What follows belongs to an exercise in optimizing a design on an open flow for small area; a production flow would make more cautious choices. The RTL was checked by simulation tests, not by an equivalence proof against the original design. Power and IR drop assume default switching activity.

==> run R <==
==> flow/design.v <==
package lss_pkg;
    localparam int MAX_POINTS  = 1024;
    localparam int SAMPLE_BITS = 16;
    localparam int CNT_W       = $clog2(MAX_POINTS + 1);
    localparam int OUT_W       = 32;
endpackage
module least_squares_slope_core (
    input  logic                                   clk,
    input  logic                                   rst_n,
    input  logic                                   start,
    output logic                                   busy,
    input  logic signed [lss_pkg::SAMPLE_BITS-1:0] x_value,
    input  logic signed [lss_pkg::SAMPLE_BITS-1:0] y_value,
    input  logic                                   last_pair,
    output logic                                   done,
    output logic signed [lss_pkg::OUT_W-1:0]       slope,
    output logic                                   no_spread,
    output logic                                   saturated,
    output logic                                   overflowed,
    output logic [lss_pkg::CNT_W-1:0]              pair_count
);
    localparam logic [4:0] S_CLR   = 5'd0;    
    localparam logic [4:0] S_IDLE  = 5'd1;    
    localparam logic [4:0] S_SUMX  = 5'd2;    
    localparam logic [4:0] S_SUMY  = 5'd3;    
    localparam logic [4:0] S_TXY   = 5'd4;    
    localparam logic [4:0] S_ADDXY = 5'd5;    
    localparam logic [4:0] S_TXX   = 5'd6;    
    localparam logic [4:0] S_ADDXX = 5'd7;    
    localparam logic [4:0] S_DEN0  = 5'd8;    
    localparam logic [4:0] S_DEN1  = 5'd9;    
    localparam logic [4:0] S_NUM0  = 5'd10;   
    localparam logic [4:0] S_NUM1  = 5'd11;   
    localparam logic [4:0] S_ABS   = 5'd12;   
    localparam logic [4:0] S_INIT  = 5'd13;   
    localparam logic [4:0] S_DIV   = 5'd14;   
    localparam logic [4:0] S_FIN1  = 5'd15;   
    localparam logic [4:0] S_FIN2  = 5'd16;   
    logic [3:0]  t;
    logic [4:0]  st;
    logic [4:0]  j;
    logic        lastp;
    logic [15:0] xr;
    logic [15:0] yr;
    logic [10:0] cnt;
    logic        drop;
    logic        done_r;
    logic [51:0] ra;
    logic [51:0] rb;
    logic [51:0] rc;
    logic [51:0] rd;
    logic [3:0]  ta;
    logic [3:0]  tb;
    logic [3:0]  tc;
    logic [3:0]  td;
    assign ta = ra[3:0];
    assign tb = rb[3:0];
    assign tc = rc[3:0];
    assign td = rd[3:0];
    logic        t_last;
    logic        t_zero;
    assign t_last = (t == 4'd12);
    assign t_zero = (t == 4'd0);
    logic [1:0]  pa;      
    logic [1:0]  pb;      
    logic        pb3;     
    logic        pc3;     
    logic        cy;      
    logic [2:0]  cbd;     
    logic        sxs;     
    logic        rsign;   
    logic        negf;    
    logic        zacc;    
    logic        nzacc;   
    logic        flat_r;
    logic        sat_r;
    logic        use_y;
    logic [3:0]  voff;
    logic [15:0] v;
    logic [3:0]  vk;
    logic [3:0]  vd;
    assign use_y = (st == S_TXY) || (st == S_SUMY);
    assign v     = use_y ? yr : xr;
    assign voff  = (st == S_SUMY) ? 4'd6 : 4'd0;
    assign vk    = t - voff;
    always_comb
    begin
        if (t < voff)
        begin
            vd = 4'd0;
        end
        else if (vk < 4'd4)
        begin
            vd = v[vk[1:0]*4 +: 4];
        end
        else
        begin
            vd = {4{v[15]}};
        end
    end
    logic [3:0] sxd;
    always_comb
    begin
        if (t < 4'd6)
        begin
            sxd = tc;
        end
        else if (t == 4'd6)
        begin
            sxd = {tc[1], tc[1], tc[1:0]};
        end
        else
        begin
            sxd = {4{sxs}};
        end
    end
    logic [3:0] raw;
    always_comb
    begin
        case (st)
            S_SUMX:                    raw = (t < 4'd6) ? vd : (t == 4'd6) ? {2'b00, vd[1:0]} : 4'd0;
            S_SUMY, S_TXY, S_TXX:      raw = vd;
            S_DEN0, S_ABS, S_FIN2:     raw = tb;
            S_NUM0:                    raw = ta;
            S_DEN1, S_NUM1:            raw = sxd;
            default:                   raw = td;
        endcase
    end
    logic [2:0]  trip;
    logic [2:0] xtrip;
    logic [2:0] ntrip;
    logic [16:0] xsh;
    logic [12:0] nsh;
    assign xsh   = {xr, 1'b0};
    assign xtrip = xsh[{j[2:0], 1'b0} +: 3];
    assign nsh   = {1'b0, cnt, 1'b0};
    assign ntrip = (j < 5'd6) ? nsh[{j[2:0], 1'b0} +: 3] : 3'b000;
    logic d_zero;
    logic d_two;
    logic d_neg;
    logic x4;
    always_comb
    begin
        d_zero = 1'b0;
        d_two  = 1'b0;
        d_neg  = 1'b0;
        trip   = 3'b001;
        case (st)
            S_TXY, S_TXX:     trip = xtrip;
            S_DEN0, S_NUM0:   trip = ntrip;
            S_DEN1, S_NUM1:   trip = cbd;
            default:          trip = 3'b001;
        endcase
        d_zero = (trip[2] == trip[1]) && (trip[1] == trip[0]);
        d_two  = (trip[1] == trip[0]) && (trip[2] != trip[1]);
        d_neg  = trip[2];
        case (st)
            S_DEN1, S_NUM1:   d_neg = !trip[2];
            S_ABS, S_FIN2:    d_neg = negf;
            S_INIT:           d_neg = 1'b1;
            S_DIV:            d_neg = !rsign;
            default:          ;
        endcase
        if (d_zero)
        begin
            d_neg = 1'b0;
        end
    end
    assign x4 = (st == S_SUMY);
    logic [1:0] pbe;
    logic [3:0] mag;
    logic [3:0] opb;
    assign pbe = t_zero ? 2'b00 : pb;
    assign mag = x4 ? {raw[1:0], pbe} : d_two ? {raw[2:0], pbe[1]} : raw;
    assign opb = d_zero ? 4'd0 : (d_neg ? ~mag : mag);
    logic [3:0] dtap;
    logic       first;
    logic [3:0] opa;
    logic [1:0] pae;
    logic       bdiv;
    always_comb
    begin
        case (st)
            S_ADDXY, S_INIT, S_DIV:              dtap = ta;
            S_ADDXX, S_NUM0, S_NUM1, S_ABS,
            S_FIN2:                               dtap = tb;
            S_SUMX, S_SUMY:                       dtap = tc;
            default:                              dtap = td;
        endcase
    end
    assign first = ((st == S_TXY) || (st == S_TXX)) ? (j == 5'd7)
                 : ((st == S_DEN0) || (st == S_NUM0)) ? (j == 5'd12) : 1'b0;
    assign pae  = t_zero ? 2'b00 : pa;
    assign bdiv = rb[15] && !j[4];
    always_comb
    begin
        case (st)
            S_TXY, S_TXX, S_DEN0, S_NUM0: opa = first ? 4'd0 : {dtap[1:0], pae};
            S_DIV:                        opa = {dtap[2:0], t_zero ? bdiv : pa[1]};
            S_INIT:                       opa = (t < 4'd9) ? rb[19:16] : 4'd0;
            S_ABS, S_FIN2:                opa = 4'd0;
            default:                      opa = dtap;
        endcase
    end
    logic       cin;
    logic       kill;
    logic [2:0] slo;
    logic [2:0] shi;
    logic [3:0] sum;
    assign cin  = t_zero ? d_neg : cy;
    assign kill = (st == S_SUMX) && (t == 4'd6);
    assign slo  = {1'b0, opa[1:0]} + {1'b0, opb[1:0]} + {2'b00, cin};
    assign shi  = {1'b0, opa[3:2]} + {1'b0, opb[3:2]} + {2'b00, slo[2] && !kill};
    assign sum  = {shi[1:0], slo[1:0]};
    logic [3:0] ina;
    logic [3:0] inb;
    logic [3:0] inc;
    logic [3:0] ind;
    logic [3:0] rotb;
    logic [3:0] cst;
    assign rotb = {tb[2:0], t_zero ? !rsign : pb3};
    assign cst  = flat_r ? 4'h0
                : negf ? ((t == 4'd7) ? 4'h8 : 4'h0)
                : ((t == 4'd7) ? 4'h7 : 4'hF);
    always_comb
    begin
        case (st)
            S_CLR:                   ina = 4'd0;
            S_ADDXY, S_INIT, S_DIV:  ina = sum;
            default:                 ina = ta;
        endcase
        case (st)
            S_CLR:                            inb = 4'd0;
            S_ADDXX, S_NUM0, S_NUM1, S_ABS:   inb = sum;
            S_DIV, S_FIN1:                    inb = rotb;
            S_FIN2:                           inb = (flat_r || sat_r) ? cst : sum;
            default:                          inb = tb;
        endcase
        case (st)
            S_CLR:                   inc = 4'd0;
            S_SUMX, S_SUMY:          inc = sum;
            default:                 inc = tc;
        endcase
        case (st)
            S_TXY, S_TXX, S_DEN0, S_DEN1:  ind = sum;
            default:                       ind = td;
        endcase
    end
    always_ff @(posedge clk)
    begin
        ra <= {ina, ra[51:4]};
        rb <= {inb, rb[51:4]};
        rc <= {inc, rc[51:4]};
        rd <= {ind, rd[51:4]};
    end
    logic [4:0] u;
    logic [2:0] ctrip;
    assign u     = j + ((st == S_NUM0) ? 5'd13 : 5'd0);
    assign ctrip = u[0] ? {tc[3], tc[2], tc[1]} : {tc[1], tc[0], pc3 && (j != 5'd0)};
    always_ff @(posedge clk)
    begin
        pa  <= dtap[3:2];
        pb  <= raw[3:2];
        pb3 <= tb[3];
        pc3 <= tc[3];
        cy  <= shi[2];
        if (t == 4'd6)
        begin
            sxs <= tc[1];
        end
        if (((st == S_DEN0) || (st == S_NUM0)) && (t == u[4:1]))
        begin
            cbd <= (j == 5'd0) ? {ctrip[2:1], 1'b0} : ctrip;
        end
        if ((st == S_NUM1) && t_last)
        begin
            negf <= sum[3];
        end
        if ((st == S_INIT) || (st == S_DIV))
        begin
            if (t_last)
            begin
                rsign <= sum[3];
            end
        end
        if (st == S_INIT)
        begin
            zacc <= (t_zero ? 1'b0 : zacc) || (td != 4'd0);
            if (t_last)
            begin
                flat_r <= !(zacc || (td != 4'd0));
                sat_r  <= (zacc || (td != 4'd0)) && !sum[3];
            end
        end
        if (st == S_FIN1)
        begin
            if (t < 4'd7)
            begin
                nzacc <= (t_zero ? 1'b0 : nzacc) || (rotb != 4'd0);
            end
            if (t == 4'd7)
            begin
                sat_r <= rotb[3] && (!negf || nzacc || (rotb[2:0] != 3'd0));
            end
        end
    end
    logic accept;
    assign busy   = !((st == S_IDLE) && t_last);
    assign accept = start && !busy;
    always_ff @(posedge clk or negedge rst_n)
    begin
        if (!rst_n)
        begin
            t      <= 4'd0;
            st     <= S_CLR;
            done_r <= 1'b0;
        end
        else
        begin
            t      <= t_last ? 4'd0 : t + 4'd1;
            done_r <= (st == S_FIN2) && t_last;
            if (t_last)
            begin
                case (st)
                    S_CLR:   st <= S_IDLE;
                    S_IDLE:
                    begin
                        if (start)
                        begin
                            if (!cnt[10])
                            begin
                                st <= S_SUMX;
                            end
                            else if (last_pair)
                            begin
                                st <= S_DEN0;
                            end
                        end
                    end
                    S_SUMX:  st <= S_SUMY;
                    S_SUMY:  st <= S_TXY;
                    S_TXY:   if (j == 5'd0) st <= S_ADDXY;
                    S_ADDXY: st <= S_TXX;
                    S_TXX:   if (j == 5'd0) st <= S_ADDXX;
                    S_ADDXX: st <= lastp ? S_DEN0 : S_IDLE;
                    S_DEN0:  st <= S_DEN1;
                    S_DEN1:  st <= (j == 5'd0) ? S_NUM0 : S_DEN0;
                    S_NUM0:  st <= S_NUM1;
                    S_NUM1:  st <= (j == 5'd0) ? S_ABS : S_NUM0;
                    S_ABS:   st <= S_INIT;
                    S_INIT:  st <= (!(zacc || (td != 4'd0)) || !sum[3]) ? S_FIN2 : S_DIV;
                    S_DIV:   if (j == 5'd31) st <= S_FIN1;
                    S_FIN1:  st <= S_FIN2;
                    default: st <= S_CLR;
                endcase
            end
        end
    end
    always_ff @(posedge clk)
    begin
        if (accept)
        begin
            xr    <= x_value;
            yr    <= y_value;
            lastp <= last_pair;
        end
        if ((st == S_CLR) && t_last)
        begin
            cnt  <= '0;
            drop <= 1'b0;
        end
        else if (accept)
        begin
            if (!cnt[10])
            begin
                cnt <= cnt + 1'b1;
            end
            else
            begin
                drop <= 1'b1;
            end
        end
        if (t_last)
        begin
            case (st)
                S_SUMY, S_ADDXY:  j <= 5'd7;
                S_TXY, S_TXX:     j <= j - 1'b1;
                S_ADDXX, S_IDLE:  j <= 5'd12;
                S_DEN1, S_NUM1:   j <= (j == 5'd0) ? 5'd12 : j - 1'b1;
                S_INIT:           j <= 5'd0;
                S_DIV:            j <= j + 1'b1;
                default:          ;
            endcase
        end
    end
    assign done       = done_r;
    assign slope      = rb[31:0];
    assign no_spread  = flat_r;
    assign saturated  = sat_r;
    assign overflowed = drop;
    assign pair_count = cnt;
endmodule
==> flow/run.sh <==
#!/bin/bash
# synth_recipe.tcl (not shown) runs the flow's synth.tcl, then flattens the netlist and writes it again
# the make line also repeats each setting of config.mk as NAME=value (left out here)
make -C /OpenROAD-flow-scripts/flow DESIGN_CONFIG=/design/flow/config.mk WORK_HOME=/design/flow/orfs CLKGATE_MAP_FILE= SYNTH_SCRIPT=/design/flow/synth_recipe.tcl finish
==> flow/config.mk <==
export PLATFORM = sky130hd
export DESIGN_NAME = least_squares_slope_core
export DESIGN_NICKNAME = least_squares_slope_core
export VERILOG_FILES = /design/flow/design.v
export SDC_FILE = /design/flow/constraint.sdc
export NUM_CORES = 4
export LEC_CHECK = 0
export CAP_MARGIN = 20
export CORE_MARGIN = 2
export CORE_UTILIZATION = 40
export CTS_BUF_LIST = sky130_fd_sc_hd__clkbuf_4
export CTS_CLUSTER_SIZE = 20
export PLACE_DENSITY = 0.6
export SLEW_MARGIN = 20
==> flow/constraint.sdc <==
create_clock -name core_clock -period 11.0 [get_ports {clk}]
set_input_delay 2.2000 -clock core_clock [delete_from_list [all_inputs] [get_ports {clk}]]
set_output_delay 2.2000 -clock core_clock [all_outputs]
set_load 0.01 [all_outputs]
==> run B: changes against run R <==
==> flow/design.v, changed modules only <==
module least_squares_slope_core (
    input  logic                                   clk,
    input  logic                                   rst_n,
    input  logic                                   start,
    output logic                                   busy,
    input  logic signed [lss_pkg::SAMPLE_BITS-1:0] x_value,
    input  logic signed [lss_pkg::SAMPLE_BITS-1:0] y_value,
    input  logic                                   last_pair,
    output logic                                   done,
    output logic signed [lss_pkg::OUT_W-1:0]       slope,
    output logic                                   no_spread,
    output logic                                   saturated,
    output logic                                   overflowed,
    output logic [lss_pkg::CNT_W-1:0]              pair_count
);
    localparam logic [4:0] S_CLR   = 5'd0;    
    localparam logic [4:0] S_IDLE  = 5'd1;    
    localparam logic [4:0] S_SUMX  = 5'd2;    
    localparam logic [4:0] S_SUMY  = 5'd3;    
    localparam logic [4:0] S_TXY   = 5'd4;    
    localparam logic [4:0] S_ADDXY = 5'd5;    
    localparam logic [4:0] S_TXX   = 5'd6;    
    localparam logic [4:0] S_ADDXX = 5'd7;    
    localparam logic [4:0] S_DEN0  = 5'd8;    
    localparam logic [4:0] S_DEN1  = 5'd9;    
    localparam logic [4:0] S_NUM0  = 5'd10;   
    localparam logic [4:0] S_NUM1  = 5'd11;   
    localparam logic [4:0] S_ABS   = 5'd12;   
    localparam logic [4:0] S_INIT  = 5'd13;   
    localparam logic [4:0] S_DIV   = 5'd14;   
    localparam logic [4:0] S_FIN1  = 5'd15;   
    localparam logic [4:0] S_FIN2  = 5'd16;   
    logic [3:0]  t;
    logic [4:0]  st;
    logic [4:0]  j;
    logic        lastp;
    logic [10:0] cnt;
    logic        drop;
    logic        done_r;
    logic [51:0] ra;
    logic [51:0] rb;
    logic [51:0] rc;
    logic [51:0] rd;
    logic [3:0]  ta;
    logic [3:0]  tb;
    logic [3:0]  tc;
    logic [3:0]  td;
    assign ta = ra[3:0];
    assign tb = rb[3:0];
    assign tc = rc[3:0];
    assign td = rd[3:0];
    logic        t_last;
    logic        t_zero;
    assign t_last = (t == 4'd12);
    assign t_zero = (t == 4'd0);
    logic [1:0]  pa;      
    logic [1:0]  pb;      
    logic        pb3;     
    logic        pw3;     
    logic        cy;      
    logic [2:0]  trl;     
    logic [2:0]  trn;     
    logic        xsg;     
    logic        ysg;     
    logic        dsg;     
    logic        asg;     
    logic        sxs;     
    logic        rsign;   
    logic        negf;    
    logic        zacc;    
    logic        nzacc;   
    logic        flat_r;
    logic        sat_r;
    logic [3:0] xs;
    assign xs = (t < 4'd2) ? ra[47:44] : (t < 4'd4) ? rb[39:36] : {4{xsg}};
    logic [3:0] ys;
    assign ys = (t < 4'd4) ? rd[35:32] : {4{ysg}};
    logic [3:0] ys6;
    assign ys6 = (t < 4'd6) ? 4'd0 : (t < 4'd10) ? rd[11:8] : {4{ysg}};
    logic [3:0] sxd;
    assign sxd = (t < 4'd6) ? tc : (t == 4'd6) ? {tc[1], tc[1], tc[1:0]} : {4{sxs}};
    logic [3:0] raw;
    always_comb
    begin
        case (st)
            S_SUMX:           raw = (t < 4'd6) ? xs : (t == 4'd6) ? {2'b00, xs[1:0]} : 4'd0;
            S_SUMY:           raw = ys6;
            S_TXY:            raw = ys;
            S_TXX:            raw = xs;
            S_ADDXY, S_ADDXX: raw = (t < 4'd8) ? td : {4{dsg}};
            S_DEN0:           raw = (t < 4'd11) ? tb : 4'd0;
            S_NUM0:           raw = (t < 4'd11) ? ta : {4{asg}};
            S_DEN1, S_NUM1:   raw = sxd;
            S_ABS, S_FIN2:    raw = tb;
            default:          raw = td;
        endcase
    end
    logic [2:0]  trip;
    logic [12:0] nsh;
    logic [2:0]  ntrip;
    assign nsh   = {1'b0, cnt, 1'b0};
    assign ntrip = (j < 5'd6) ? nsh[{j[2:0], 1'b0} +: 3] : 3'b000;
    logic d_zero;
    logic d_two;
    logic d_neg;
    always_comb
    begin
        case (st)
            S_TXY, S_TXX, S_DEN1, S_NUM1: trip = trl;
            S_DEN0, S_NUM0:               trip = ntrip;
            default:                      trip = 3'b001;
        endcase
        d_zero = (trip[2] == trip[1]) && (trip[1] == trip[0]);
        d_two  = (trip[1] == trip[0]) && (trip[2] != trip[1]);
        case (st)
            S_DEN1, S_NUM1:   d_neg = !trip[2];
            S_ABS, S_FIN2:    d_neg = negf;
            S_INIT:           d_neg = 1'b1;
            S_DIV:            d_neg = !rsign;
            default:          d_neg = trip[2];
        endcase
        if (d_zero)
        begin
            d_neg = 1'b0;
        end
    end
    logic [1:0] pbe;
    logic [3:0] mag;
    logic [3:0] opb;
    assign pbe = t_zero ? 2'b00 : pb;
    assign mag = (st == S_SUMY) ? {raw[1:0], pbe} : d_two ? {raw[2:0], pbe[1]} : raw;
    assign opb = d_zero ? 4'd0 : (d_neg ? ~mag : mag);
    logic [3:0] dtap;
    logic       first;
    logic [3:0] opa;
    logic [1:0] pae;
    logic       bdiv;
    always_comb
    begin
        case (st)
            S_ADDXY, S_INIT, S_DIV:               dtap = ta;
            S_ADDXX, S_NUM0, S_NUM1, S_ABS,
            S_FIN2:                               dtap = tb;
            S_SUMX, S_SUMY:                       dtap = tc;
            default:                              dtap = td;
        endcase
    end
    assign first = ((st == S_TXY) || (st == S_TXX)) ? (j == 5'd7)
                 : ((st == S_DEN0) || (st == S_NUM0)) ? (j == 5'd12) : 1'b0;
    assign pae  = t_zero ? 2'b00 : pa;
    assign bdiv = rb[15] && !j[4];
    always_comb
    begin
        case (st)
            S_TXY, S_TXX, S_DEN0, S_NUM0: opa = first ? 4'd0 : {dtap[1:0], pae};
            S_DIV:                        opa = {dtap[2:0], t_zero ? bdiv : pa[1]};
            S_INIT:                       opa = (t < 4'd9) ? rb[19:16] : 4'd0;
            S_ABS, S_FIN2:                opa = 4'd0;
            default:                      opa = dtap;
        endcase
    end
    logic       cin;
    logic       kill;
    logic [2:0] slo;
    logic [2:0] shi;
    logic [3:0] sum;
    assign cin  = t_zero ? d_neg : cy;
    assign kill = (st == S_SUMX) && (t == 4'd6);
    assign slo  = {1'b0, opa[1:0]} + {1'b0, opb[1:0]} + {2'b00, cin};
    assign shi  = {1'b0, opa[3:2]} + {1'b0, opb[3:2]} + {2'b00, slo[2] && !kill};
    assign sum  = {shi[1:0], slo[1:0]};
    logic [3:0] ina;
    logic [3:0] inb;
    logic [3:0] inc;
    logic [3:0] ind;
    logic [3:0] rotb;
    logic [3:0] cst;
    logic       low11;
    assign low11 = (t < 4'd11);
    assign rotb  = {tb[2:0], t_zero ? !rsign : pb3};
    assign cst   = flat_r ? 4'h0
                 : negf ? ((t == 4'd7) ? 4'h8 : 4'h0)
                 : ((t == 4'd7) ? 4'h7 : 4'hF);
    always_comb
    begin
        case (st)
            S_CLR:                   ina = 4'd0;
            S_ADDXY:                 ina = low11 ? sum : ta;
            S_INIT, S_DIV:           ina = sum;
            default:                 ina = ta;
        endcase
        case (st)
            S_CLR:                            inb = 4'd0;
            S_ADDXX:                          inb = low11 ? sum : tb;
            S_NUM0, S_NUM1, S_ABS:            inb = sum;
            S_DIV, S_FIN1:                    inb = rotb;
            S_FIN2:                           inb = (flat_r || sat_r) ? cst : sum;
            default:                          inb = tb;
        endcase
        case (st)
            S_CLR:                   inc = 4'd0;
            S_SUMX, S_SUMY:          inc = sum;
            default:                 inc = tc;
        endcase
        case (st)
            S_TXY, S_TXX:            ind = (t < 4'd8) ? sum : td;
            S_DEN0, S_DEN1:          ind = sum;
            default:                 ind = td;
        endcase
    end
    logic load;
    assign load = (st == S_IDLE) && t_last;
    always_ff @(posedge clk)
    begin
        ra <= {ina, ra[51:4]};
        rb <= {inb, rb[51:4]};
        rc <= {inc, rc[51:4]};
        rd <= {ind, rd[51:4]};
        if (load)
        begin
            ra[51:44] <= x_value[7:0];
            rb[51:44] <= x_value[15:8];
            rd[47:32] <= y_value;
        end
    end
    logic       solve0;
    logic [4:0] tj;
    logic [4:0] u;
    logic [3:0] w;
    logic [2:0] wtrip;
    assign solve0 = (st == S_DEN0) || (st == S_NUM0);
    assign tj     = solve0 ? j : ((st == S_SUMY) || (st == S_ADDXY)) ? 5'd7 : j - 1'b1;
    assign u      = tj + ((st == S_NUM0) ? 5'd13 : 5'd0);
    assign w      = solve0 ? tc : xs;
    assign wtrip  = {u[0] ? w[3:2] : w[1:0], (u[0] ? w[1] : pw3) && (tj != 5'd0)};
    logic take;
    assign take = (solve0 || (st == S_SUMY) || (st == S_ADDXY) || (st == S_TXY) || (st == S_TXX))
                  && (t == u[4:1]);
    always_ff @(posedge clk)
    begin
        pa  <= dtap[3:2];
        pb  <= raw[3:2];
        pb3 <= tb[3];
        pw3 <= w[3];
        cy  <= shi[2];
        if (t == 4'd3)
        begin
            xsg <= rb[39];
            ysg <= rd[35];
        end
        if (t == 4'd6)
        begin
            sxs <= tc[1];
        end
        if (t == 4'd7)
        begin
            dsg <= td[3];
        end
        if (t == 4'd10)
        begin
            asg <= ta[3];
        end
        if (take)
        begin
            trn <= wtrip;
        end
        if (t_last)
        begin
            trl <= take ? wtrip : trn;
        end
        if ((st == S_NUM1) && t_last)
        begin
            negf <= sum[3];
        end
        if (((st == S_INIT) || (st == S_DIV)) && t_last)
        begin
            rsign <= sum[3];
        end
        if (st == S_INIT)
        begin
            zacc <= (t_zero ? 1'b0 : zacc) || (td != 4'd0);
            if (t_last)
            begin
                flat_r <= !(zacc || (td != 4'd0));
                sat_r  <= (zacc || (td != 4'd0)) && !sum[3];
            end
        end
        if (st == S_FIN1)
        begin
            if (t < 4'd7)
            begin
                nzacc <= (t_zero ? 1'b0 : nzacc) || (rotb != 4'd0);
            end
            if (t == 4'd7)
            begin
                sat_r <= rotb[3] && (!negf || nzacc || (rotb[2:0] != 3'd0));
            end
        end
    end
    assign busy = !load;
    always_ff @(posedge clk or negedge rst_n)
    begin
        if (!rst_n)
        begin
            t      <= 4'd0;
            st     <= S_CLR;
            done_r <= 1'b0;
        end
        else
        begin
            t      <= t_last ? 4'd0 : t + 4'd1;
            done_r <= (st == S_FIN2) && t_last;
            if (t_last)
            begin
                case (st)
                    S_CLR:   st <= S_IDLE;
                    S_IDLE:
                    begin
                        if (start)
                        begin
                            if (!cnt[10])
                            begin
                                st <= S_SUMX;
                            end
                            else if (last_pair)
                            begin
                                st <= S_DEN0;
                            end
                        end
                    end
                    S_SUMX:  st <= S_SUMY;
                    S_SUMY:  st <= S_TXY;
                    S_TXY:   if (j == 5'd0) st <= S_ADDXY;
                    S_ADDXY: st <= S_TXX;
                    S_TXX:   if (j == 5'd0) st <= S_ADDXX;
                    S_ADDXX: st <= lastp ? S_DEN0 : S_IDLE;
                    S_DEN0:  st <= S_DEN1;
                    S_DEN1:  st <= (j == 5'd0) ? S_NUM0 : S_DEN0;
                    S_NUM0:  st <= S_NUM1;
                    S_NUM1:  st <= (j == 5'd0) ? S_ABS : S_NUM0;
                    S_ABS:   st <= S_INIT;
                    S_INIT:  st <= (!(zacc || (td != 4'd0)) || !sum[3]) ? S_FIN2 : S_DIV;
                    S_DIV:   if (j == 5'd31) st <= S_FIN1;
                    S_FIN1:  st <= S_FIN2;
                    default: st <= S_CLR;
                endcase
            end
        end
    end
    always_ff @(posedge clk)
    begin
        if (load)
        begin
            lastp <= last_pair;
        end
        if ((st == S_CLR) && t_last)
        begin
            cnt  <= '0;
            drop <= 1'b0;
        end
        else if (load && start)
        begin
            if (!cnt[10])
            begin
                cnt <= cnt + 1'b1;
            end
            else
            begin
                drop <= 1'b1;
            end
        end
        if (t_last)
        begin
            case (st)
                S_SUMY, S_ADDXY:  j <= 5'd7;
                S_TXY, S_TXX:     j <= j - 1'b1;
                S_ADDXX, S_IDLE:  j <= 5'd12;
                S_DEN1, S_NUM1:   j <= (j == 5'd0) ? 5'd12 : j - 1'b1;
                S_INIT:           j <= 5'd0;
                S_DIV:            j <= j + 1'b1;
                default:          ;
            endcase
        end
    end
    assign done       = done_r;
    assign slope      = rb[31:0];
    assign no_spread  = flat_r;
    assign saturated  = sat_r;
    assign overflowed = drop;
    assign pair_count = cnt;
endmodule
- CTS_BUF_LIST: sky130_fd_sc_hd__clkbuf_4 -> default
- CTS_CLUSTER_SIZE: 20 -> default
==> run P: changes against run R <==
- CTS_BUF_LIST: sky130_fd_sc_hd__clkbuf_4 -> default
- CTS_CLUSTER_SIZE: 20 -> default
==> summary of the runs <==
- Setup slack: run P < run R < run B.
- The highest clock skew belongs to run R, the lowest to run B.
- In die area, run P and run R do not differ.
- The highest worst hold slack belongs to run P, the lowest to run R.
- Clock power: run B < run R < run P.
- The highest total power belongs to run P, the lowest to run B.
- Critical path depth is the same in run R and run P.
- Between run B and run P, the lower non-clock buffer count is in run P (gap 1).

[port drivers added, routing unchanged]
Ports are ideal in the flow. The routed layouts listed here were re-timed in OpenROAD.
Step 1 sets driving cells, clkbuf_16 on the clock port and buf_2 on the other inputs (assumed; they add their load-dependent delay and slew).
Step 2 also shifts input and output timing later by t, the mid clock arrival at the registers, as if the neighbouring blocks saw the same clock.
Three values: ideal ports, drivers, drivers and shift; two values: the first two.
run | t (ns) | setup slack, ns | latest minus earliest clock arrival (ns) | slew at the worst register clock pin (ns) | pins driven straight from the clock port
run R | 0.699 | 4.427 / 4.427 / 4.427 | 0.050 / 0.049 | 0.07 / 0.07 | 1
run B | 0.569 | 5.108 / 5.061 / 5.209 | 0.015 / 0.015 | 0.07 / 0.07 | 1
run P | 0.576 | 4.347 / 4.347 / 4.347 | 0.016 / 0.016 | 0.07 / 0.07 | 1
After both steps setup and hold are still met in every run listed.
